This design comes from an exercise in tuning for small area on the open sky130 flow, not from production work.
The RTL was checked by simulation tests, not by an equivalence proof against the original design.
No activity file was given, so power comes from the tool's default toggle rates.

Design msu_out_collector, start of the top module:
module msu_out_collector #(
    parameter int AXI_LEN        = 32,
    parameter int T_LEN          = 64,
    parameter int SQ_OUT_BITS    = 1024,
    parameter int TIMEOUT_CYCLES = 256
) (
    input  logic                   clk,
    input  logic                   reset,
    input  logic                   start_xfer,
    input  logic                   s_axis_tvalid,
    output logic                   s_axis_tready,
    input  logic [AXI_LEN-1:0]     s_axis_tdata,
    input  logic [AXI_LEN/8-1:0]   s_axis_tkeep,
    output logic                   res_valid,
    input  logic                   res_ready,
    output logic [T_LEN-1:0]       res_t,
    output logic [SQ_OUT_BITS-1:0] res_sq,
    output logic                   res_err,
    output logic                   res_timeout,
    output logic                   busy,
    output logic [31:0]            result_count
);
clock: 4.0 ns
lec_check: 0
cap_margin: 20
core_area: 5 5 240 240
die_area: 0 0 245 245
slew_margin: 20
standard.sh (not shown) runs the stock make flow with config.mk's settings and CLKGATE_MAP_FILE= SYNTH_SCRIPT=/design/flow/synth_recipe.tcl, a recipe that flattens the netlist after the stock synthesis.
==> flow/flow/run.sh <==
#!/bin/bash
# Standard ORFS layout with: the port buffers made of the smallest buffer
# cell, IO pins one track apart (so a smaller die fits all 1166 ports), and a
# clock tree of small buffers with larger sink clusters and no dummy loads.
set -euo pipefail
bash standard.sh \
  'BUFFER_PORTS_ARGS=-buffer_cell sky130_fd_sc_hd__buf_1' \
  'PLACE_PINS_ARGS=-min_distance 1 -min_distance_in_tracks' \
  'CTS_ARGS=-sink_clustering_enable -repair_clock_nets -dont_use_dummy_load -sink_clustering_size 20 -sink_clustering_max_diameter 60 -buf_list {sky130_fd_sc_hd__clkbuf_8}' \
  finish > std_flow.log 2>&1
The starting point aborted during 5_1_grt on GRT-0116.
Then changed:
==> flow/run.sh (new file) <==
#!/bin/bash
# synth_recipe.tcl (not shown) runs the flow's synth.tcl, then flattens the netlist and writes it again
# the make line also repeats each setting of config.mk as NAME=value (left out here)
make -C /OpenROAD-flow-scripts/flow DESIGN_CONFIG=/design/flow/config.mk WORK_HOME=/design/flow/orfs CLKGATE_MAP_FILE= SYNTH_SCRIPT=/design/flow/synth_recipe.tcl finish
CORE_AREA = 10 10 410 410   (was 5 5 240 240)
DIE_AREA = 0 0 420 420   (was 0 0 245 245)
removed: flow/flow/run.sh
removed: flow/standard.sh
Outcome: Now the flow ran to the end with no violations. Synthesized cell count stays the same. Synthesized area is unchanged.
Then changed:
==> flow/flow/run.sh (new file) <==
#!/bin/bash
# Standard ORFS layout with: the port buffers made of the smallest buffer
# cell, IO pins one track apart (so a smaller die fits all 1166 ports), and a
# clock tree of small buffers with larger sink clusters and no dummy loads.
set -euo pipefail
bash standard.sh \
  'BUFFER_PORTS_ARGS=-buffer_cell sky130_fd_sc_hd__buf_1' \
  'PLACE_PINS_ARGS=-min_distance 1 -min_distance_in_tracks' \
  'CTS_ARGS=-sink_clustering_enable -repair_clock_nets -dont_use_dummy_load -sink_clustering_size 30 -sink_clustering_max_diameter 50 -buf_list {sky130_fd_sc_hd__clkbuf_8 sky130_fd_sc_hd__clkbuf_16}' \
  finish > std_flow.log 2>&1
==> flow/standard.sh (new file) <==
#!/bin/bash
# synth_recipe.tcl (not shown) runs the flow's synth.tcl, then flattens the netlist and writes it again
# the make line also repeats each setting of config.mk as NAME=value (left out here)
make -C /OpenROAD-flow-scripts/flow DESIGN_CONFIG=/design/flow/config.mk WORK_HOME=/design/flow/orfs CLKGATE_MAP_FILE= SYNTH_SCRIPT=/design/flow/synth_recipe.tcl "${@:-finish}"
CORE_AREA = 5 5 265 265   (was 10 10 410 410)
DIE_AREA = 0 0 270 270   (was 0 0 420 420)
removed: flow/run.sh
Result: The new run completed with no timing, DRC or antenna violations. Worst setup slack improves by 0.67 ns. Count of clock-buffer cells in the layout goes down by 54. First-iteration DRC count climbs by 4.8%. Total power goes down by 16%. Non-clock buffer count decreases by 7.


Setup of v55:
Starting RTL as in the previous note.
clock: 4.0 ns
lec_check: 0
cap_margin: 20
core_area: 5 5 253 253
die_area: 0 0 258 258
slew_margin: 20
==> flow/flow/run.sh <==
#!/bin/bash
# Standard ORFS layout with: the port buffers made of the smallest buffer
# cell, IO pins one track apart (so a smaller die fits all 1166 ports), and a
# clock tree of small buffers with larger sink clusters and no dummy loads.
set -euo pipefail
bash standard.sh \
  'BUFFER_PORTS_ARGS=-buffer_cell sky130_fd_sc_hd__buf_1' \
  'PLACE_PINS_ARGS=-min_distance 1 -min_distance_in_tracks' \
  'CTS_ARGS=-sink_clustering_enable -repair_clock_nets -dont_use_dummy_load -sink_clustering_size 20 -sink_clustering_max_diameter 60 -buf_list {sky130_fd_sc_hd__clkbuf_8}' \
  finish > std_flow.log 2>&1
v55: all stages complete, timing, DRC and antenna checks passed
Inputs modified between v55 and v38:
- changing DIE_AREA from 0 0 258 258 to 0 0 270 270
- changing CORE_AREA from 5 5 253 253 to 5 5 265 265
--- a/flow/flow/run.sh
+++ b/flow/flow/run.sh
@@ -7,4 +7,4 @@
   'BUFFER_PORTS_ARGS=-buffer_cell sky130_fd_sc_hd__buf_1' \
   'PLACE_PINS_ARGS=-min_distance 1 -min_distance_in_tracks' \
-  'CTS_ARGS=-sink_clustering_enable -repair_clock_nets -dont_use_dummy_load -sink_clustering_size 20 -sink_clustering_max_diameter 60 -buf_list {sky130_fd_sc_hd__clkbuf_8}' \
+  'CTS_ARGS=-sink_clustering_enable -repair_clock_nets -dont_use_dummy_load -sink_clustering_size 20 -sink_clustering_max_diameter 40 -buf_list {sky130_fd_sc_hd__clkbuf_4 sky130_fd_sc_hd__clkbuf_8}' \
   finish > std_flow.log 2>&1
Results
Share of the cycle needed by the critical path after routing delta for v38 relative to v55: 0.82 points higher. On via count: v38 sits above v55. v38 leaves less setup margin than v55. Summary of the comparison: clock-pin transition on the worst setup and hold timing paths is lower in v38, relative to v55. Going from v55 to v38, routed wire length shrank slightly.
Edits applied to the flow inputs when going from v38 to v44:
- a deleted DIE_AREA that had been 0 0 270 270
- a deleted CORE_AREA that had been 5 5 265 265
- an added CORE_UTILIZATION of 55
- an added CORE_MARGIN of 2
==> flow/flow/run.sh <==
#!/bin/bash
# Standard ORFS layout, with the port buffers made of the smallest buffer cell.
set -euo pipefail
bash standard.sh 'BUFFER_PORTS_ARGS=-buffer_cell sky130_fd_sc_hd__buf_1' finish > std_flow.log 2>&1
==> summary.txt <==
- v44 did not finish; the tool stopped in I/O pin placement with error PPL-0024.
- Number of register bits inferred by synthesis: v44 vs v38 identical
- Summary: with v38 as the reference, chip height in v44 moved down by a few percent.
- Relative to v38, number of cell rows has decreased by 3.2% in v44.
- Higher die width was reported by v38, not v44.
- Re sequential area share after synthesis: no difference whatsoever between v38 and v44.
Input changes introduced in v27 (baseline for comparison: v44):
- setting CORE_AREA to 5 5 265 265 for the first time
- removing CORE_UTILIZATION (formerly 55)
- setting DIE_AREA to 0 0 270 270 for the first time
- removing CORE_MARGIN (formerly 2)
==> flow/flow/run.sh <==
#!/bin/bash
# Standard ORFS layout with: the port buffers made of the smallest buffer
# cell, IO pins one track apart (so a smaller die fits all 1166 ports), and a
# clock tree of small buffers with larger sink clusters and no dummy loads.
set -euo pipefail
bash standard.sh \
  'BUFFER_PORTS_ARGS=-buffer_cell sky130_fd_sc_hd__buf_1' \
  'PLACE_PINS_ARGS=-min_distance 1 -min_distance_in_tracks' \
  'CTS_ARGS=-sink_clustering_enable -repair_clock_nets -dont_use_dummy_load -sink_clustering_size 20 -sink_clustering_max_diameter 60 -buf_list {sky130_fd_sc_hd__clkbuf_8}' \
  finish > std_flow.log 2>&1
==> comparison <==
- Compared with v44, in v27 post-synthesis sequential area ratio neither gained nor lost much, width of the die +about 5.5%, post-synthesis cell area did not really move, count of flip-flops with a built-in enable after synthesis closely matched the old numbers.
- The remaining runs in v27 and v44 completed every stage, whereas v44 halted early.
- Summary of v27 over v44: effective utilization at floorplan shrank by 3.5 points; number of placement rows rose by about 3.3%; synthesized cell count neither gained nor lost much.
[inputs] v53 vs v27
- a change of CORE_AREA from 5 5 265 265 to 10 10 410 410
- an added CTS_BUF_LIST of sky130_fd_sc_hd__clkbuf_4 sky130_fd_sc_hd__clkbuf_8
- a change of DIE_AREA from 0 0 270 270 to 0 0 420 420
==> flow/run.sh (new file) <==
#!/bin/bash
# synth_recipe.tcl (not shown) runs the flow's synth.tcl, then flattens the netlist and writes it again
# the make line also repeats each setting of config.mk as NAME=value (left out here)
make -C /OpenROAD-flow-scripts/flow DESIGN_CONFIG=/design/flow/config.mk WORK_HOME=/design/flow/orfs CLKGATE_MAP_FILE= SYNTH_SCRIPT=/design/flow/synth_recipe.tcl finish
removed: flow/flow/run.sh
removed: flow/standard.sh
==> comparison <==
In the tables for v27 and v53, final cell area excluding filler cells reads higher with v53.
NOTE: H-tree depth in v53 exceeds that of v27
v53 reports a higher post-layout minimum cycle time than v27 does.
v53 ended up with shift_reg[634] as its launching element of the worst setup path; v27 ended up with shift_reg[552].
Max number of hold-repair buffers added at the cts stage across v27 and v53: v53
Proportion of final cell area spent on non-clock buffers came out higher on v53 than on v27.
Looking at achievable clock frequency across both flows, v53 is the weaker of the two, with v27 ahead.

[afterwards: timing with drivers on the ports]
No port has a modelled driver above. Below, the same layouts with a new extraction and two added sets of constraints. Step 1 (the two cells are an assumption about what drives the block):
set clk [get_ports {clk}]
set_driving_cell -lib_cell sky130_fd_sc_hd__clkbuf_16 $clk
set_driving_cell -lib_cell sky130_fd_sc_hd__buf_2 [delete_from_list [all_inputs] $clk]
Step 2 also shifts input and output timing later by t, the mid clock arrival at the registers, as if the neighbouring blocks saw the same clock. a / b / c = no drivers / after step 1 / after step 2; a / b = the first two.
run	t (ns)	slack for setup (ns)	hold slack, ns	worst slew at a driven data input, ns
the second run of note 1	0.805	1.136 / 1.051 / 1.043	0.177 / 0.158 / 0.398	0.09
the third run of note 1	0.673	1.809 / 1.748 / 1.317	0.294 / 0.271 / 0.376	0.10
v55	0.724	1.673 / 1.614 / 1.296	0.232 / 0.238 / 0.419	0.07
v38	0.800	1.641 / 1.581 / 1.323	0.167 / 0.157 / 0.406	0.09
v27	0.706	1.682 / 1.621 / 1.331	0.249 / 0.228 / 0.372	0.10
v53	0.979	0.939 / 0.866 / 0.976	0.399 / 0.399 / 0.399	0.10
After both steps every run listed still meets setup and hold. The setup slack of the third run of note 1, which loses most, moves by -0.061 ns with the drivers and by -0.492 ns with both steps.
